Background: an optimization exercise with open tools, aiming at small area, a short achievable clock period and few clock cycles. Do not read the settings as production practice. RTL that was checked went through simulation tests only; none was proved equivalent to the original. Power figures rest on the tool's default switching activity, not on a simulated workload.

==> run P <==
// pipeCpu
module pipeCpu (
  input  logic               clock,
  input  logic               rstN,
  output logic [32-1:0] imemAddr,
  input  logic [31:0]        imemData,
  output logic [32-1:0] dmemAddr,
  output logic [32-1:0] dmemWdata,
  output logic [3:0]         dmemBe,
  output logic               dmemWe,
  input  logic [32-1:0] dmemRdata
);
  logic [9:0]         pc;         
  logic               squash;     
  logic [9:0]         redirPc;    
  logic [32-1:0] exA;
  logic [32-1:0] exS;        
  logic [11:0]        exImm;      
  logic exUseImm;
  logic [5-1:0] exRd;
  logic [2:0]         exF3;
  logic [9:0]         exAltPc;    
  logic exFwdA, exFwdB, exFwdS;   
  logic exSelA;                   
  logic exLate;                   
  logic exWrite;                  
  logic exLoad;
  logic exStoreOp;
  logic exBranch;
  logic exPred;                   
  logic exSum, exSub, exSll, exSlt, exSltu, exXor, exSr, exOr, exAnd, exArith;
  logic [32-1:0] memRes;     
  logic [32-1:0] memLanes;
  logic [3:0]         memBe;
  logic [5-1:0] memRd;
  logic [2:0]         memF3;
  logic memWrite;
  logic memLoad;
  logic memLate;
  logic memStore;
  logic [32-1:0] loadData;
  logic [32-1:0] wbData;
  logic [32-1:0] wbFwd;      
  logic [32-1:0] lateSum;
  logic [32-1:0] laneData;
  logic [3:0] byteEnables;
  logic [32-1:0] a;
  logic [32-1:0] b;
  logic [32-1:0] s;
  logic [32-1:0] sum;
  logic [32-1:0] aluResult;
  logic eq, lt, ltu;
  logic taken;
  logic mispredict;
  logic exWriteV, exLoadV, exStoreV, exBranchV, exLateV;   
  assign a = ({32{exFwdA}} & memRes) | ({32{exSelA}} & exA);
  assign b = exFwdB ? memRes : exUseImm ? {{(32-12){exImm[11]}}, exImm} : exS;
  assign s = exFwdS ? wbFwd : exS;
  alu exAlu (
    .a(a), .b(b), .sub(exSub),
    .selSum(exSum), .selSll(exSll), .selSlt(exSlt), .selSltu(exSltu),
    .selXor(exXor), .selSr(exSr), .selOr(exOr), .selAnd(exAnd), .arith(exArith),
    .sum(sum), .result(aluResult), .eq(eq), .lt(lt), .ltu(ltu)
  );
  assign exWriteV = exWrite && !squash;
  assign exLoadV = exLoad && !squash;
  assign exStoreV = exStoreOp && !squash;
  assign exBranchV = exBranch && !squash;
  assign exLateV = exLate && !squash;
  assign taken = (exF3[2] ? (exF3[1] ? ltu : lt) : eq) ^ exF3[0];
  ...
export LEC_CHECK = 0
export CAP_MARGIN = 20
export CORE_MARGIN = 2
export CORE_UTILIZATION = 40
export CTS_BUF_LIST = sky130_fd_sc_hd__clkbuf_16
export CTS_CLUSTER_DIAMETER = 100
export CTS_CLUSTER_SIZE = 30
export SETUP_SLACK_MARGIN = 5
export SLEW_MARGIN = 60
export TNS_END_PERCENT = 10
create_clock -name core_clock -period 9.0 [get_ports {clock}]
standard.sh (not shown) runs the stock make flow with config.mk's settings and CLKGATE_MAP_FILE= SYNTH_SCRIPT=/design/flow/synth_recipe.tcl, a recipe that flattens the netlist after the stock synthesis.
==> flow/flow/run.sh <==
#!/bin/bash
# The standard layout (standard.sh) with two changes:
#  - synthesis: Yosys does not extract full/half-adder cells (ADDER_MAP_FILE
#    empty), so ABC maps the design's parallel-prefix adders and comparator
#    as plain gates;
#  - every input and output port still gets its own buffer, but a buf_4
#    instead of the delay cell buffer_ports picks by default.
# The whole output of the flow goes to flow_run.log in the work folder; ORFS
# keeps each tool's own log under orfs/logs/.
set -euo pipefail
export ADDER_MAP_FILE=
export BUFFER_PORTS_ARGS="-buffer_cell sky130_fd_sc_hd__buf_4"
bash standard.sh finish > flow_run.log 2>&1
==> inputs of run R, as changes to run P <==
--- a/flow/design.v
+++ b/flow/design.v
@@ -152,15 +152,15 @@
   assign eq = eTop & e[L][W-1];
   assign ltu = ~a[W] & b[W] | eTop & l[L][W-1];
   assign lt = a[W] & ~b[W] | eTop & l[L][W-1];
 endmodule
 module alu (
   input  logic [32-1:0] a,
   input  logic [32-1:0] b,
-  input  logic               sub,
+  input  logic               cin,
   input  logic               selSum,   
   input  logic               selSll,
   input  logic               selSlt,
   input  logic               selSltu,
   input  logic               selXor,
   input  logic               selSr,
   input  logic               selOr,
@@ -171,15 +171,15 @@
   output logic               eq,
   output logic               lt,
   output logic               ltu
 );
   logic [32-1:0] shIn;
   logic [32-1:0] shOut;
   logic [32-1:0] shRev;
-  addFast #(.W(32)) adder (.a(a), .b(b ^ {32{sub}}), .cin(sub), .s(sum));
+  addFast #(.W(32)) adder (.a(a), .b(b), .cin(cin), .s(sum));
   cmpFast cmp (.a(a), .b(b), .eq(eq), .lt(lt), .ltu(ltu));
   always_comb
   begin
     for (int i = 0; i < 32; i++)
       shIn[i] = selSll ? a[32-1-i] : a[i];
   end
   assign shOut = 32'($signed({arith & a[32-1], shIn}) >>> b[4:0]);
@@ -275,207 +275,179 @@
   output logic [32-1:0] dmemAddr,
   output logic [32-1:0] dmemWdata,
   output logic [3:0]         dmemBe,
   output logic               dmemWe,
   input  logic [32-1:0] dmemRdata
 );
   logic [9:0]         pc;         
-  logic               squash;     
-  logic [9:0]         redirPc;    
   logic [32-1:0] exA;
+  logic [32-1:0] exB;        
   logic [32-1:0] exS;        
-  logic [11:0]        exImm;      
-  logic exUseImm;
   logic [5-1:0] exRd;
   logic [2:0]         exF3;
   logic [9:0]         exAltPc;    
   logic exFwdA, exFwdB, exFwdS;   
-  logic exSelA;                   
-  logic exLate;                   
   logic exWrite;                  
   logic exLoad;
   logic exStoreOp;
   logic exBranch;
   logic exPred;                   
   logic exSum, exSub, exSll, exSlt, exSltu, exXor, exSr, exOr, exAnd, exArith;
   logic [32-1:0] memRes;     
   logic [32-1:0] memLanes;
   logic [3:0]         memBe;
   logic [5-1:0] memRd;
   logic [2:0]         memF3;
   logic memWrite;
   logic memLoad;
-  logic memLate;
   logic memStore;
   logic [32-1:0] loadData;
   logic [32-1:0] wbData;
-  logic [32-1:0] wbFwd;      
-  logic [32-1:0] lateSum;
   logic [32-1:0] laneData;
   logic [3:0] byteEnables;
   logic [32-1:0] a;
   logic [32-1:0] b;
   logic [32-1:0] s;
   logic [32-1:0] sum;
   logic [32-1:0] aluResult;
   logic eq, lt, ltu;
   logic taken;
   logic mispredict;
-  logic exWriteV, exLoadV, exStoreV, exBranchV, exLateV;   
-  assign a = ({32{exFwdA}} & memRes) | ({32{exSelA}} & exA);
-  assign b = exFwdB ? memRes : exUseImm ? {{(32-12){exImm[11]}}, exImm} : exS;
-  assign s = exFwdS ? wbFwd : exS;
+  assign a = exFwdA ? memRes : exA;
+  assign b = exFwdB ? (memRes ^ {32{exSub}}) : exB;  
+  assign s = exFwdS ? wbData : exS;    
   alu exAlu (
-    .a(a), .b(b), .sub(exSub),
+    .a(a), .b(b), .cin(exSub),
     .selSum(exSum), .selSll(exSll), .selSlt(exSlt), .selSltu(exSltu),
     .selXor(exXor), .selSr(exSr), .selOr(exOr), .selAnd(exAnd), .arith(exArith),
     .sum(sum), .result(aluResult), .eq(eq), .lt(lt), .ltu(ltu)
   );
-  assign exWriteV = exWrite && !squash;
-  assign exLoadV = exLoad && !squash;
-  assign exStoreV = exStoreOp && !squash;
-  assign exBranchV = exBranch && !squash;
-  assign exLateV = exLate && !squash;
   assign taken = (exF3[2] ? (exF3[1] ? ltu : lt) : eq) ^ exF3[0];
-  assign mispredict = exBranchV && (taken != exPred);
+  assign mispredict = exBranch && (taken != exPred);
   memAlign align (
     .loadF3(memF3), .loadAddrLow(memRes[1:0]), .memRdata(dmemRdata), .loadData(loadData),
     .storeF3(exF3), .storeAddrLow(sum[1:0]), .storeData(s),
     .laneData(laneData), .byteEnables(byteEnables)
   );
   assign dmemAddr = {memRes[32-1:2], 2'b00};
   assign dmemWdata = memLanes;
   assign dmemBe = memBe;
   assign dmemWe = memStore;
-  addFast #(.W(32)) lateAdd (.a(memRes), .b(memLanes), .cin(1'b0), .s(lateSum));
-  assign wbFwd = memLoad ? loadData : memRes;
-  assign wbData = memLoad ? loadData : memLate ? lateSum : memRes;
+  assign wbData = memLoad ? loadData : memRes;
   always_ff @(posedge clock)
   begin
     if (!rstN)
     begin
       memWrite <= 1'b0;
       memStore <= 1'b0;
-      squash <= 1'b0;
     end
     else
     begin
-      memWrite <= exWriteV;
-      memStore <= exStoreV;
-      squash <= mispredict;
+      memWrite <= exWrite;
+      memStore <= exStoreOp;
     end
   end
   always_ff @(posedge clock)
   begin
     memRes <= aluResult;
     memLanes <= laneData;
     memBe <= byteEnables;
     memRd <= exRd;
     memF3 <= exF3;
     memLoad <= exLoad;
-    redirPc <= exAltPc;
-    memLate <= exLate;
   end
   logic [31:0] instr;
   logic [32-1:0] rs1Data;
   logic [32-1:0] rs2Data;
   logic isR, isImm, isLoad, isStore, isBranch, isJal;
   logic usesRs2;
   logic isSub;
   logic [5-1:0] rs1, rs2, rd;
-  logic [9:0] jalPc;
-  logic [9:0] branchPc;
+  logic [32-1:0] imm;
+  logic [9:0] offset;
   logic [9:0] jumpPc;
   logic [9:0] seqPc;
   logic predTaken;
   logic trivial;
   logic loadUse;
-  logic lateOp;
   logic issue;               
-  logic [9:0] fetchPc;
   logic [2:0] f3;
-  assign fetchPc = squash ? redirPc : pc;
-  assign imemAddr = {{(32-12){1'b0}}, fetchPc, 2'b00};
+  assign imemAddr = {{(32-12){1'b0}}, pc, 2'b00};
   assign instr = imemData;
   assign f3 = instr[14:12];
   assign rs1 = instr[19:15];
   assign rs2 = instr[24:20];
   assign rd = instr[11:7];
   assign isLoad   = instr[6:4] == 3'b000;
   assign isImm    = instr[6:4] == 3'b001;
   assign isStore  = instr[6:4] == 3'b010;
   assign isR      = instr[6:4] == 3'b011;
   assign isBranch = instr[6:4] == 3'b110 && !instr[2];
   assign isJal    = instr[6:4] == 3'b110 && instr[2];
   assign usesRs2  = isR || isBranch || isStore;
   assign isSub    = isR && f3 == 3'b000 && instr[30];
-  addFast #(.W(10)) jalAdd (.a(fetchPc), .b({instr[20], instr[30:22]}), .cin(1'b0), .s(jalPc));
-  addFast #(.W(10)) brAdd (.a(fetchPc), .b({instr[7], instr[30:25], instr[11:9]}), .cin(1'b0),
-                           .s(branchPc));
-  assign jumpPc = isJal ? jalPc : branchPc;
-  addFast #(.W(10)) seqAdd (.a(fetchPc), .b(10'd0), .cin(1'b1), .s(seqPc));
+  assign imm = {{(32-11){instr[31]}}, instr[30:25],
+                isStore ? instr[11:7] : instr[24:20]};
+  assign offset = isJal ? {instr[20], instr[30:22]} : {instr[7], instr[30:25], instr[11:9]};
+  addFast #(.W(10)) jumpAdd (.a(pc), .b(offset), .cin(1'b0), .s(jumpPc));
+  addFast #(.W(10)) seqAdd (.a(pc), .b(10'd0), .cin(1'b1), .s(seqPc));
   assign predTaken = isBranch && ((rs1 == rs2) ? (f3 == 3'b000 || f3 == 3'b101 || f3 == 3'b111)
                                                : (instr[31] || f3 == 3'b001));
   assign trivial = !instr[31] && !instr[7] && instr[30:25] == '0 && instr[11:8] == 4'b0010;
-  assign lateOp = exLoadV && exWriteV && exRd == rs1 && f3 == 3'b000 &&
-                  (isImm || isR && exRd != rs2);
-  assign loadUse = !lateOp && exWriteV &&
-                   (exLoadV && (exRd == rs1 && !isJal || exRd == rs2 && (isR || isBranch))
-                    || exLateV && (exRd == rs1 && !isJal || exRd == rs2 && usesRs2));
-  assign issue = !loadUse;
+  assign loadUse = exLoad && exWrite &&
+                   (exRd == rs1 && !isJal || exRd == rs2 && (isR || isBranch));
+  assign issue = !loadUse && !mispredict;
   regFile regs (
     .clock(clock),
     .readAddrA(rs1), .readAddrB(rs2),
     .writeEn(memWrite), .writeAddr(memRd), .writeData(wbData),
     .readDataA(rs1Data), .readDataB(rs2Data)
   );
   always_ff @(posedge clock)
   begin
     if (!rstN)
       pc <= '0;
+    else if (mispredict)
+      pc <= exAltPc;
     else if (loadUse)
-      pc <= fetchPc;
+      pc <= pc;
     else if (isJal || predTaken)
       pc <= jumpPc;
     else
       pc <= seqPc;
   end
   always_ff @(posedge clock)
   begin
     if (!rstN)
     begin
       exWrite <= 1'b0;
       exStoreOp <= 1'b0;
       exBranch <= 1'b0;
       exLoad <= 1'b0;
-      exLate <= 1'b0;
     end
     else
     begin
       exWrite <= issue && (isR || isImm || isLoad) && rd != '0;
       exStoreOp <= issue && isStore;
       exBranch <= issue && isBranch && !trivial;
       exLoad <= issue && isLoad;
-      exLate <= issue && lateOp;
     end
   end
   always_ff @(posedge clock)
   begin
     exA <= rs1Data;
-    exImm <= {instr[31:25], isStore ? instr[11:7] : instr[24:20]};
-    exUseImm <= !(isR || isBranch);
+    exB <= (isR || isBranch) ? (isSub ? ~rs2Data : rs2Data) : imm;
     exS <= rs2Data;
     exRd <= rd;
-    exF3 <= lateOp ? 3'b010 : f3;    
+    exF3 <= f3;
     exPred <= predTaken;
-    exAltPc <= predTaken ? seqPc : branchPc;
-    exFwdA <= exWriteV && exRd == rs1 && !lateOp;
-    exSelA <= !(exWriteV && exRd == rs1);
-    exFwdB <= exWriteV && exRd == rs2 && (isR || isBranch);
-    exFwdS <= exWriteV && exRd == rs2 && isStore || lateOp;
+    exAltPc <= predTaken ? seqPc : jumpPc;
+    exFwdA <= exWrite && exRd == rs1;
+    exFwdB <= exWrite && exRd == rs2 && (isR || isBranch);
+    exFwdS <= exWrite && exRd == rs2 && isStore;
     exSum <= (isImm || isR) && f3 == 3'b000 || isLoad || isStore;
     exSub <= isSub;
     exSll <= (isR || isImm) && f3 == 3'b001;
     exSlt <= (isR || isImm) && f3 == 3'b010;
     exSltu <= (isR || isImm) && f3 == 3'b011;
     exXor <= (isR || isImm) && f3 == 3'b100;
     exSr <= (isR || isImm) && f3 == 3'b101;
==> flow/flow/run.sh (replaced) <==
#!/bin/bash
# The standard layout (standard.sh), with one change to synthesis: Yosys
# does not extract full/half-adder cells (ADDER_MAP_FILE empty), so ABC maps
# the design's parallel-prefix adders and comparator as plain gates.
# The whole output of the flow goes to flow_run.log in the work folder; ORFS
# keeps each tool's own log under orfs/logs/.
set -euo pipefail
export ADDER_MAP_FILE=
bash standard.sh finish > flow_run.log 2>&1
Settings changed: CTS_BUF_LIST sky130_fd_sc_hd__clkbuf_16 to not set, CTS_CLUSTER_DIAMETER 100 to not set, CTS_CLUSTER_SIZE 30 to not set, SLEW_MARGIN 60 to 20, TNS_END_PERCENT 10 to not set.
==> inputs of run A, as changes to run P <==
--- a/flow/design.v
+++ b/flow/design.v
@@ -97,15 +97,15 @@
   parameter int W = 32
 ) (
   input  logic [W-1:0] a,
   input  logic [W-1:0] b,
   input  logic         cin,
   output logic [W-1:0] s
 );
-  localparam int L = (W <= 2) ? 1 : (W <= 4) ? 2 : (W <= 8) ? 3 : (W <= 16) ? 4 : (W <= 32) ? 5 : 6;
+  localparam int L = $clog2(W);
   logic [W-1:0] g [L+1];
   logic [W-1:0] p [L+1];
   logic [W-1:0] x;
   assign x = a ^ b;
   assign g[0] = {a[W-1:1] & b[W-1:1], a[0] & b[0] | x[0] & cin};
   assign p[0] = x;
   for (genvar l = 1; l <= L; l++) begin : level
@@ -126,15 +126,15 @@
   input  logic [32-1:0] a,
   input  logic [32-1:0] b,
   output logic               eq,
   output logic               lt,
   output logic               ltu
 );
   localparam int W = 32 - 1;  
-  localparam int L = (W <= 2) ? 1 : (W <= 4) ? 2 : (W <= 8) ? 3 : (W <= 16) ? 4 : (W <= 32) ? 5 : 6;
+  localparam int L = $clog2(W);
   logic [W-1:0] e [L+1];
   logic [W-1:0] l [L+1];
   logic eTop;
   assign e[0] = ~(a[W-1:0] ^ b[W-1:0]);
   assign l[0] = ~a[W-1:0] & b[W-1:0];
   for (genvar k = 1; k <= L; k++) begin : level
     for (genvar i = 0; i < W; i++) begin : bit_
@@ -275,109 +275,90 @@
   output logic [32-1:0] dmemAddr,
   output logic [32-1:0] dmemWdata,
   output logic [3:0]         dmemBe,
   output logic               dmemWe,
   input  logic [32-1:0] dmemRdata
 );
   logic [9:0]         pc;         
-  logic               squash;     
-  logic [9:0]         redirPc;    
   logic [32-1:0] exA;
   logic [32-1:0] exS;        
   logic [11:0]        exImm;      
   logic exUseImm;
   logic [5-1:0] exRd;
   logic [2:0]         exF3;
   logic [9:0]         exAltPc;    
   logic exFwdA, exFwdB, exFwdS;   
-  logic exSelA;                   
-  logic exLate;                   
   logic exWrite;                  
   logic exLoad;
   logic exStoreOp;
   logic exBranch;
   logic exPred;                   
   logic exSum, exSub, exSll, exSlt, exSltu, exXor, exSr, exOr, exAnd, exArith;
   logic [32-1:0] memRes;     
   logic [32-1:0] memLanes;
   logic [3:0]         memBe;
   logic [5-1:0] memRd;
   logic [2:0]         memF3;
   logic memWrite;
   logic memLoad;
-  logic memLate;
   logic memStore;
   logic [32-1:0] loadData;
   logic [32-1:0] wbData;
-  logic [32-1:0] wbFwd;      
-  logic [32-1:0] lateSum;
   logic [32-1:0] laneData;
   logic [3:0] byteEnables;
   logic [32-1:0] a;
   logic [32-1:0] b;
   logic [32-1:0] s;
   logic [32-1:0] sum;
   logic [32-1:0] aluResult;
   logic eq, lt, ltu;
   logic taken;
   logic mispredict;
-  logic exWriteV, exLoadV, exStoreV, exBranchV, exLateV;   
-  assign a = ({32{exFwdA}} & memRes) | ({32{exSelA}} & exA);
+  assign a = exFwdA ? memRes : exA;
   assign b = exFwdB ? memRes : exUseImm ? {{(32-12){exImm[11]}}, exImm} : exS;
-  assign s = exFwdS ? wbFwd : exS;
+  assign s = exFwdS ? wbData : exS;    
   alu exAlu (
     .a(a), .b(b), .sub(exSub),
     .selSum(exSum), .selSll(exSll), .selSlt(exSlt), .selSltu(exSltu),
     .selXor(exXor), .selSr(exSr), .selOr(exOr), .selAnd(exAnd), .arith(exArith),
     .sum(sum), .result(aluResult), .eq(eq), .lt(lt), .ltu(ltu)
   );
-  assign exWriteV = exWrite && !squash;
-  assign exLoadV = exLoad && !squash;
-  assign exStoreV = exStoreOp && !squash;
-  assign exBranchV = exBranch && !squash;
-  assign exLateV = exLate && !squash;
   assign taken = (exF3[2] ? (exF3[1] ? ltu : lt) : eq) ^ exF3[0];
-  assign mispredict = exBranchV && (taken != exPred);
+  assign mispredict = exBranch && (taken != exPred);
   memAlign align (
     .loadF3(memF3), .loadAddrLow(memRes[1:0]), .memRdata(dmemRdata), .loadData(loadData),
     .storeF3(exF3), .storeAddrLow(sum[1:0]), .storeData(s),
     .laneData(laneData), .byteEnables(byteEnables)
   );
   assign dmemAddr = {memRes[32-1:2], 2'b00};
   assign dmemWdata = memLanes;
   assign dmemBe = memBe;
   assign dmemWe = memStore;
-  addFast #(.W(32)) lateAdd (.a(memRes), .b(memLanes), .cin(1'b0), .s(lateSum));
-  assign wbFwd = memLoad ? loadData : memRes;
-  assign wbData = memLoad ? loadData : memLate ? lateSum : memRes;
+  assign wbData = memLoad ? loadData : memRes;
   always_ff @(posedge clock)
   begin
     if (!rstN)
     begin
       memWrite <= 1'b0;
       memStore <= 1'b0;
-      squash <= 1'b0;
     end
     else
     begin
-      memWrite <= exWriteV;
-      memStore <= exStoreV;
-      squash <= mispredict;
+      memWrite <= exWrite;
+      memStore <= exStoreOp;
     end
   end
   always_ff @(posedge clock)
   begin
     memRes <= aluResult;
     memLanes <= laneData;
     memBe <= byteEnables;
     memRd <= exRd;
     memF3 <= exF3;
     memLoad <= exLoad;
-    redirPc <= exAltPc;
-    memLate <= exLate;
   end
   logic [31:0] instr;
   logic [32-1:0] rs1Data;
   logic [32-1:0] rs2Data;
   logic isR, isImm, isLoad, isStore, isBranch, isJal;
   logic usesRs2;
   logic isSub;
@@ -385,97 +366,90 @@
   logic [9:0] jalPc;
   logic [9:0] branchPc;
   logic [9:0] jumpPc;
   logic [9:0] seqPc;
   logic predTaken;
   logic trivial;
   logic loadUse;
-  logic lateOp;
   logic issue;               
-  logic [9:0] fetchPc;
   logic [2:0] f3;
-  assign fetchPc = squash ? redirPc : pc;
-  assign imemAddr = {{(32-12){1'b0}}, fetchPc, 2'b00};
+  assign imemAddr = {{(32-12){1'b0}}, pc, 2'b00};
   assign instr = imemData;
   assign f3 = instr[14:12];
   assign rs1 = instr[19:15];
   assign rs2 = instr[24:20];
   assign rd = instr[11:7];
   assign isLoad   = instr[6:4] == 3'b000;
   assign isImm    = instr[6:4] == 3'b001;
   assign isStore  = instr[6:4] == 3'b010;
   assign isR      = instr[6:4] == 3'b011;
   assign isBranch = instr[6:4] == 3'b110 && !instr[2];
   assign isJal    = instr[6:4] == 3'b110 && instr[2];
   assign usesRs2  = isR || isBranch || isStore;
   assign isSub    = isR && f3 == 3'b000 && instr[30];
-  addFast #(.W(10)) jalAdd (.a(fetchPc), .b({instr[20], instr[30:22]}), .cin(1'b0), .s(jalPc));
-  addFast #(.W(10)) brAdd (.a(fetchPc), .b({instr[7], instr[30:25], instr[11:9]}), .cin(1'b0),
+  addFast #(.W(10)) jalAdd (.a(pc), .b({instr[20], instr[30:22]}), .cin(1'b0), .s(jalPc));
+  addFast #(.W(10)) brAdd (.a(pc), .b({instr[7], instr[30:25], instr[11:9]}), .cin(1'b0),
                            .s(branchPc));
   assign jumpPc = isJal ? jalPc : branchPc;
-  addFast #(.W(10)) seqAdd (.a(fetchPc), .b(10'd0), .cin(1'b1), .s(seqPc));
+  addFast #(.W(10)) seqAdd (.a(pc), .b(10'd0), .cin(1'b1), .s(seqPc));
   assign predTaken = isBranch && ((rs1 == rs2) ? (f3 == 3'b000 || f3 == 3'b101 || f3 == 3'b111)
                                                : (instr[31] || f3 == 3'b001));
   assign trivial = !instr[31] && !instr[7] && instr[30:25] == '0 && instr[11:8] == 4'b0010;
-  assign lateOp = exLoadV && exWriteV && exRd == rs1 && f3 == 3'b000 &&
-                  (isImm || isR && exRd != rs2);
-  assign loadUse = !lateOp && exWriteV &&
-                   (exLoadV && (exRd == rs1 && !isJal || exRd == rs2 && (isR || isBranch))
-                    || exLateV && (exRd == rs1 && !isJal || exRd == rs2 && usesRs2));
-  assign issue = !loadUse;
+  assign loadUse = exLoad && exWrite &&
+                   (exRd == rs1 && !isJal || exRd == rs2 && (isR || isBranch));
+  assign issue = !loadUse && !mispredict;
   regFile regs (
     .clock(clock),
     .readAddrA(rs1), .readAddrB(rs2),
     .writeEn(memWrite), .writeAddr(memRd), .writeData(wbData),
     .readDataA(rs1Data), .readDataB(rs2Data)
   );
   always_ff @(posedge clock)
   begin
     if (!rstN)
       pc <= '0;
+    else if (mispredict)
+      pc <= exAltPc;
     else if (loadUse)
-      pc <= fetchPc;
+      pc <= pc;
     else if (isJal || predTaken)
       pc <= jumpPc;
     else
       pc <= seqPc;
   end
   always_ff @(posedge clock)
   begin
     if (!rstN)
     begin
       exWrite <= 1'b0;
       exStoreOp <= 1'b0;
       exBranch <= 1'b0;
       exLoad <= 1'b0;
-      exLate <= 1'b0;
     end
     else
     begin
       exWrite <= issue && (isR || isImm || isLoad) && rd != '0;
       exStoreOp <= issue && isStore;
       exBranch <= issue && isBranch && !trivial;
       exLoad <= issue && isLoad;
-      exLate <= issue && lateOp;
     end
   end
   always_ff @(posedge clock)
   begin
     exA <= rs1Data;
     exImm <= {instr[31:25], isStore ? instr[11:7] : instr[24:20]};
     exUseImm <= !(isR || isBranch);
     exS <= rs2Data;
     exRd <= rd;
-    exF3 <= lateOp ? 3'b010 : f3;    
+    exF3 <= f3;
     exPred <= predTaken;
     exAltPc <= predTaken ? seqPc : branchPc;
-    exFwdA <= exWriteV && exRd == rs1 && !lateOp;
-    exSelA <= !(exWriteV && exRd == rs1);
-    exFwdB <= exWriteV && exRd == rs2 && (isR || isBranch);
-    exFwdS <= exWriteV && exRd == rs2 && isStore || lateOp;
+    exFwdA <= exWrite && exRd == rs1;
+    exFwdB <= exWrite && exRd == rs2 && (isR || isBranch);
+    exFwdS <= exWrite && exRd == rs2 && isStore;
     exSum <= (isImm || isR) && f3 == 3'b000 || isLoad || isStore;
     exSub <= isSub;
     exSll <= (isR || isImm) && f3 == 3'b001;
     exSlt <= (isR || isImm) && f3 == 3'b010;
     exSltu <= (isR || isImm) && f3 == 3'b011;
     exXor <= (isR || isImm) && f3 == 3'b100;
     exSr <= (isR || isImm) && f3 == 3'b101;
Settings changed: CTS_BUF_LIST sky130_fd_sc_hd__clkbuf_16 to not set, CTS_CLUSTER_DIAMETER 100 to not set, CTS_CLUSTER_SIZE 30 to not set, SLEW_MARGIN 60 to 20, TNS_END_PERCENT 10 to not set.
==> qor summary <==
quantity                                                                     run A           run R             run P
Startpoint of the worst register-to-register path                 exUseImm$_DFF_P_  exFwdA$_DFF_P_  exUseImm$_DFF_P_
CP Class                                                                   reg2reg          in2reg            in2reg
Die Y                                                                       382 um          384 um            389 um
Worst-case headroom to the max-slew limit                                    0.165           0.213             0.524
Number of DRC markers after the initial detailed-route iteration             10900           11500             11900
Count of cell types in the netlist                                              96              95                99
Global routing usage on met2                                                 0.526           0.523             0.543
ANT cells                                                                        5               3                12
Summed instance area of the synthesized netlist                        57100 sq um     57600 sq um       59300 sq um
Switching portion of total power                                             0.291           0.294             0.321
Most prevalent standard cell on the critical path                                -         mux2i_1             buf_4
Synth Instances                                                               4670            4679              4972
Post-CTS Repair Setup Buffers                                                   78              66                17
Result of the run                                 no timing/DRC/antenna violations  no timing/DRC/antenna violations  no timing/DRC/antenna violations
Simple-gate portion of the synthesized area                                 0.0848          0.0808            0.0898
Reg2Reg Setup Slack                                                        4.79 ns         5.01 ns           4.96 ns
Launch point of the worst path                                    exUseImm$_DFF_P_   dmemRdata[24]      imemData[23]
Testbench counts of run P, summed over its fixed seeds: cycles 40,701.
Testbench counts of run R, summed over its fixed seeds: cycles 42,780.
Only the layout flow was run in run A; the RTL was not checked for function there.

what the ideal ports hide:
Ports are ideal in the flow. The routed layouts listed here were re-timed in OpenROAD. Step 1 assumes that a clkbuf_16 drives the clock port and a buf_2 every other input. Step 2 also shifts input and output timing later by t, the mid clock arrival at the registers, as if the neighbouring blocks saw the same clock. a / b / c = ideal / step 1 / step 2; a / b = the first two.
run | t (ns) | setup slack, ns | slew at the worst register clock pin (ns) | worst data-port slew with drivers (ns)
run P | 0.810 | 4.929 / 4.956 / 4.156 | 0.12 / 0.12 | 0.06
run R | 0.869 | 4.979 / 5.011 / 4.159 | 0.07 / 0.07 | 0.06
run A | 0.834 | 4.792 / 4.792 / 3.999 | 0.07 / 0.07 | 0.09
After both steps setup and hold are still met in every run listed. For run R, which loses most, drivers alone change the setup slack by +0.032 ns; drivers and shift together by -0.820 ns.
